Source: an optimization exercise on an open RTL-to-GDS flow (aim: small area, a short achievable clock period and few clock cycles per item). Production flows keep margins and buffers that such runs may drop. Only simulation tests tie the RTL to the original design; equivalence was not proved. No activity file was given, so power comes from the tool's default toggle rates.

## heading_pid_steer_controller
module heading_pid_steer_controller (
   input  logic                  clock,
   input  logic                  reset,
   input  logic                  req_valid,
   output logic                  req_ready,
   input  logic [OP_W-1:0]       req_op,
   input  logic [ANGLE_IN_W-1:0] req_angle_in,
   input  logic [THROTTLE_W-1:0] req_throttle_in,
   input  logic                  req_enable_in,
   output logic                  rsp_valid,
   input  logic                  rsp_ready,
   output logic [STEER_W-1:0]    rsp_steer_out,
   output logic [THROTTLE_W-1:0] rsp_throttle_out,
   output logic                  rsp_in_band,
   input  logic                  csr_wr_en,
   input  logic [CSR_IDX_W-1:0]  csr_index,
   input  logic [CSR_DATA_W-1:0] csr_wr_data
);
   logic [GAIN_W-1:0]   gain_p, gain_i, gain_d;
   logic [LIMIT_W-1:0]  steer_limit;
   logic [BAND_W-1:0]   error_band;
   logic [PERIOD_W-1:0] tick_period;
   logic [RATE_W-1:0]   tick_rate;
   always_ff @(posedge clock) begin
      if (reset) begin
         gain_p      <= 16'd8192;
         gain_i      <= 16'd410;
         gain_d      <= 16'd1229;
         steer_limit <= 14'd8192;
         error_band  <= 15'd410;
         tick_period <= 16'd1311;
         tick_rate   <= 10'd50;
      end else if (csr_wr_en) begin
         unique case (csr_index)
            3'd0: gain_p      <= csr_wr_data[GAIN_W-1:0];
            3'd1: gain_i      <= csr_wr_data[GAIN_W-1:0];
            3'd2: gain_d      <= csr_wr_data[GAIN_W-1:0];
            3'd3: steer_limit <= csr_wr_data[LIMIT_W-1:0];
            3'd4: error_band  <= csr_wr_data[BAND_W-1:0];
            3'd5: tick_period <= csr_wr_data[PERIOD_W-1:0];
  ...
For scale: ~94 I/O pins.
==> flow/config.mk <==
export PLATFORM = sky130hd
export DESIGN_NAME = heading_pid_steer_controller
export DESIGN_NICKNAME = heading_pid_steer_controller
export VERILOG_FILES = /design/flow/design.v
export SDC_FILE = /design/flow/constraint.sdc
export NUM_CORES = 4
export LEC_CHECK = 0
export ABC_CLOCK_PERIOD_IN_PS = 3500
export CAP_MARGIN = 20
export CORE_MARGIN = 2
export CORE_UTILIZATION = 40
export CTS_CLUSTER_DIAMETER = 120
export CTS_CLUSTER_SIZE = 24
export SETUP_SLACK_MARGIN = 2.2
export SLEW_MARGIN = 20
==> flow/constraint.sdc <==
create_clock -name core_clock -period 6.0 [get_ports {clock}]
set_input_delay 1.2000 -clock core_clock [delete_from_list [all_inputs] [get_ports {clock}]]
set_output_delay 1.2000 -clock core_clock [all_outputs]
set_load 0.01 [all_outputs]
run.sh (not shown) runs the stock make flow with config.mk's settings and CLKGATE_MAP_FILE= SYNTH_SCRIPT=/design/flow/synth_recipe.tcl, a recipe that flattens the netlist after the stock synthesis.
Testbench counts at the start, summed over its fixed seeds: cycles 7,635, items 1,961.
==> next run, changes <==
--- a/flow/design.v
+++ b/flow/design.v
@@ -179,17 +179,17 @@
       jump = (td > DIFF_W'(TARGET_JUMP_MAX)) || (td < -(DIFF_W'(TARGET_JUMP_MAX)));
       tick_on = (f1_op == OP_TICK) && enabled && yaw_seen;
       d = DIFF_W'(target) - DIFF_W'(yaw);
       if (d > DIFF_W'(PI_Q))         err = d[HEADING_W-1:0] - HEADING_W'(TWO_PI_Q);
       else if (d < -(DIFF_W'(PI_Q))) err = d[HEADING_W-1:0] + HEADING_W'(TWO_PI_Q);
       else                           err = d[HEADING_W-1:0];
       eabs   = f3_err[HEADING_W-1] ? -f3_err : f3_err;
       inband = eabs < HEADING_W'(error_band);
-      stall = f3_v && q_v && !j_take;
+      stall = f3_v && j_v && !j_take;
       adv   = !stall;
    end
    assign req_ready = !c_v || adv;
    logic signed [2:0] in_k;
    always_comb begin
       logic signed [ANGLE_IN_W-1:0] x;
       x = req_angle_in;
       if (req_op == OP_THROTTLE)              in_k = 3'sd0;
@@ -265,58 +265,31 @@
                   thr <= f1_w[THROTTLE_W-1:0];
                end
                default: begin
                end
             endcase
          end
       end
    end
-   logic                         q_v;
-   logic [1:0]                   q_kind;
-   logic signed [HEADING_W-1:0]  q_err;
-   logic signed [THROTTLE_W-1:0] q_thr;
-   logic                         q_clr;
-   logic                         push, j_load;
-   logic [1:0]                   f3_kind;
-   always_comb begin
-      push    = f3_v && adv;
-      j_load  = !j_v || j_take;
-      f3_kind = f3_dis ? J_DIS : (inband ? J_BAND : J_OOB);
-   end
    always_ff @(posedge clock) begin
       if (reset) begin
          j_v <= 1'b0;
-         q_v <= 1'b0;
-      end else if (j_load) begin
-         j_v <= q_v || push;
-         q_v <= q_v && push;
-      end else begin
-         q_v <= q_v || push;
+      end else if (f3_v && adv) begin
+         j_v <= 1'b1;
+      end else if (j_take) begin
+         j_v <= 1'b0;
       end
    end
    always_ff @(posedge clock) begin
-      if (j_load) begin
-         if (q_v) begin
-            j_kind <= q_kind;
-            j_err  <= q_err;
-            j_thr  <= q_thr;
-            j_clr  <= q_clr;
-         end else begin
-            j_kind <= f3_kind;
-            j_err  <= f3_err;
-            j_thr  <= thr;
-            j_clr  <= clr_pend;
-         end
-      end
-      if (push && (q_v || !j_load)) begin
-         q_kind <= f3_kind;
-         q_err  <= f3_err;
-         q_thr  <= thr;
-         q_clr  <= clr_pend;
+      if (f3_v && adv) begin
+         j_kind <= f3_dis ? J_DIS : (inband ? J_BAND : J_OOB);
+         j_err  <= f3_err;
+         j_thr  <= thr;
+         j_clr  <= clr_pend;
       end
    end
    logic                      out_free;
    logic                      tp_drain, bp_first;
    logic                      take_oob, take_band, emit_job, fill_bp, e_fire, bp_fire;
    logic signed [INTEG_W-1:0] integ_new;
    logic signed [DERIV_W-1:0] deriv_sat;
    logic signed [STEER_W-1:0] steer_sat;
Result: Core utilization climbs by 0.31 points; routed wire length drops by a few percent; total power drops by a quarter to a third; design area drops by a few percent; via count drops by a few percent; maximum frequency hardly moves; die area drops by a few percent; non-clock buffer count does not change; global-route usage drops by 0.19 points.
Testbench counts after the change, summed over its fixed seeds: cycles 8,109, items 1,961.


## JK
Another version of the RTL of heading_pid_steer_controller (not shown whole).
Size: ~580 flip-flops, about 94 I/O pins.
make LEC_CHECK=0 ABC_CLOCK_PERIOD_IN_PS=3300 CAP_MARGIN=20 CORE_MARGIN=2 CORE_UTILIZATION=45 CTS_CLUSTER_DIAMETER=120 CTS_CLUSTER_SIZE=24 SETUP_SLACK_MARGIN=2.3 SLEW_MARGIN=20 finish   # period 6.0 ns
Testbench counts of JK, summed over its fixed seeds: cycles 7,619, items 1,961.
The inputs of MS differ from those of JK as listed below.
--- a/flow/design.v
+++ b/flow/design.v
@@ -126,24 +126,28 @@
    input  logic                   req_enable_in,
    output logic                   rsp_valid,
    input  logic                   rsp_ready,
    output logic [STEER_W-1:0]     rsp_steer_out,
    output logic [THROTTLE_W-1:0]  rsp_throttle_out,
    output logic                   rsp_in_band
 );
    logic                  c_v;
    logic [OP_W-1:0]       c_op;
    logic [ANGLE_IN_W-1:0] c_data;
    logic                  c_en;
    logic signed [2:0]     c_k;
+   logic                  f1_v;
+   logic [OP_W-1:0]       f1_op;
+   logic [HEADING_W-1:0]  f1_w;
+   logic                  f1_en;
    logic                        f3_v, f3_dis;
    logic signed [HEADING_W-1:0] f3_err;
    logic signed [HEADING_W-1:0]  yaw, target;
    logic                         yaw_seen, enabled, clr_pend;
    logic signed [THROTTLE_W-1:0] thr;
    logic signed [INTEG_W-1:0]    integ;
    localparam logic [1:0] J_DIS  = 2'd0;
    localparam logic [1:0] J_BAND = 2'd1;
    localparam logic [1:0] J_OOB  = 2'd2;
    logic                         j_v;
    logic [1:0]                   j_kind;
    logic signed [HEADING_W-1:0]  j_err;
@@ -162,27 +166,27 @@
    logic signed [THROTTLE_W-1:0] b_thr, e_thr;
    logic                         b_dz;
    logic signed [ACC_W-1:0]      acc;
    logic signed [HEADING_W-1:0] w;
    logic                        jump, tick_on;
    logic signed [HEADING_W-1:0] err;
    logic                        inband;
    logic                        stall, adv;
    always_comb begin
       logic signed [DIFF_W-1:0]     td, d;
       logic [HEADING_W-1:0]         eabs;
       w = c_data[HEADING_W-1:0] - HEADING_W'(c_k * TWO_PI_Q);
-      td   = c_data[DIFF_W-1:0] - DIFF_W'(c_k * TWO_PI_Q) - DIFF_W'(target);
+      td   = DIFF_W'($signed(f1_w)) - DIFF_W'(target);
       jump = (td > DIFF_W'(TARGET_JUMP_MAX)) || (td < -(DIFF_W'(TARGET_JUMP_MAX)));
-      tick_on = (c_op == OP_TICK) && enabled && yaw_seen;
+      tick_on = (f1_op == OP_TICK) && enabled && yaw_seen;
       d = DIFF_W'(target) - DIFF_W'(yaw);
       if (d > DIFF_W'(PI_Q))         err = d[HEADING_W-1:0] - HEADING_W'(TWO_PI_Q);
       else if (d < -(DIFF_W'(PI_Q))) err = d[HEADING_W-1:0] + HEADING_W'(TWO_PI_Q);
       else                           err = d[HEADING_W-1:0];
       eabs   = f3_err[HEADING_W-1] ? -f3_err : f3_err;
       inband = eabs < HEADING_W'(error_band);
       stall = f3_v && q_v && !j_take;
       adv   = !stall;
    end
    assign req_ready = !c_v || adv;
    logic signed [2:0] in_k;
    always_comb begin
@@ -191,78 +195,83 @@
       if (req_op == OP_THROTTLE)              in_k = 3'sd0;
       else if (x > ANGLE_IN_W'(5 * PI_Q))     in_k = 3'sd3;
       else if (x > ANGLE_IN_W'(3 * PI_Q))     in_k = 3'sd2;
       else if (x > ANGLE_IN_W'(PI_Q))         in_k = 3'sd1;
       else if (x < -(ANGLE_IN_W'(5 * PI_Q)))  in_k = -3'sd3;
       else if (x < -(ANGLE_IN_W'(3 * PI_Q)))  in_k = -3'sd2;
       else if (x < -(ANGLE_IN_W'(PI_Q)))      in_k = -3'sd1;
       else                                    in_k = 3'sd0;
    end
    always_ff @(posedge clock) begin
       if (reset) begin
          c_v  <= 1'b0;
+         f1_v <= 1'b0;
          f3_v <= 1'b0;
       end else if (adv) begin
          c_v  <= req_valid;
-         f3_v <= c_v && (tick_on || ((c_op == OP_ENABLE) && !c_en && enabled));
+         f1_v <= c_v;
+         f3_v <= f1_v && (tick_on || ((f1_op == OP_ENABLE) && !f1_en && enabled));
       end else if (req_valid && req_ready) begin
          c_v <= 1'b1;
       end
    end
    always_ff @(posedge clock) begin
       if (req_valid && req_ready) begin
          c_op   <= req_op;
          c_data <= (req_op == OP_THROTTLE) ? ANGLE_IN_W'(req_throttle_in) : req_angle_in;
          c_en   <= req_enable_in;
          c_k    <= in_k;
       end
       if (adv) begin
-         f3_dis <= (c_op == OP_ENABLE);
+         f1_op  <= c_op;
+         f1_w   <= w;
+         f1_en  <= c_en;
+         f3_dis <= (f1_op == OP_ENABLE);
          f3_err <= err;
       end
    end
    always_ff @(posedge clock) begin
       if (reset) begin
          yaw      <= '0;
          yaw_seen <= 1'b0;
          target   <= '0;
          enabled  <= 1'b0;
          clr_pend <= 1'b0;
          thr      <= '0;
       end else if (adv) begin
          if (f3_v && !f3_dis) begin
             clr_pend <= 1'b0;
          end
-         if (c_v) begin
-            unique case (c_op)
+         if (f1_v) begin
+            unique case (f1_op)
                OP_YAW: begin
-                  yaw      <= w;
+                  yaw      <= f1_w;
                   yaw_seen <= 1'b1;
                end
                OP_TARGET: begin
                   if (jump) begin
                      clr_pend <= 1'b1;
                   end
-                  target <= w;
+                  target <= f1_w;
                end
                OP_ENABLE: begin
-                  if (c_en && !enabled) begin
+                  if (f1_en && !enabled) begin
                      clr_pend <= 1'b1;
-                  end else if (!c_en && enabled) begin
+                  end else if (!f1_en && enabled) begin
                      thr <= '0;
                   end
-                  enabled <= c_en;
+                  enabled <= f1_en;
                end
                OP_THROTTLE: begin
-                  thr <= c_data[THROTTLE_W-1:0];
+                  thr <= f1_w[THROTTLE_W-1:0];
                end
                default: begin
                end
             endcase
          end
       end
    end
    logic                         q_v;
    logic [1:0]                   q_kind;
    logic signed [HEADING_W-1:0]  q_err;
    logic signed [THROTTLE_W-1:0] q_thr;
    logic                         q_clr;
## What came out
JK → MS: overflow left after global routing stayed essentially flat; register share of total power rose by 2.2 points. Looking only at width of the die, and setting everything else aside, the higher value of JK and MS goes to MS. Final cell count of JK is on par with MS. In MS the number of cells upsized or downsized after cts turned out 29% lower than in JK. Worst vdd rail ir drop: MS vs JK down 8.3 µV. MS: flow completed, timing, DRC and antenna clean. Vias after detailed routing came out higher on MS than on JK. The run showing the smaller register-to-register slack is JK. Vertical extent of the die: JK and MS compared, lower one is JK. MS has more setup slack than JK. MS vs. JK: share of post-route cells with drive strength above 1 went down by 0.46 points.
Testbench counts of MS, summed over its fixed seeds: cycles 7,635, items 1,961.

port drivers added, routing unchanged:
Ports are ideal in the flow. The routed layouts listed here were re-timed in OpenROAD. Step 1 sets driving cells, clkbuf_16 on the clock port and buf_2 on the other inputs (assumed; they add their load-dependent delay and slew). Step 2 adds t to the input delays and takes it off the output delays; t is the mean of the earliest and latest rising clock arrival at the registers after step 1. Input paths then give back, and output paths get back, about the clock's delay inside the block. a / b / c = ideal / step 1 / step 2; a / b = the first two.
| run | t, ns | slack for setup (ns) | pins driven straight from the clock port |
|---|---|---|---|
| the first run of note 1 | 0.686 | 2.264 / 2.264 / 2.264 | 1 |
| the second run of note 1 | 0.679 | 2.270 / 2.270 / 2.002 | 1 |
| JK | 0.681 | 2.172 / 2.172 / 2.172 | 1 |
| MS | 0.691 | 2.294 / 2.294 / 2.294 | 1 |
After both steps setup and hold are still met in every run listed. For the second run of note 1, which loses most, drivers alone change the setup slack by 0.000 ns; drivers and shift together by -0.268 ns.
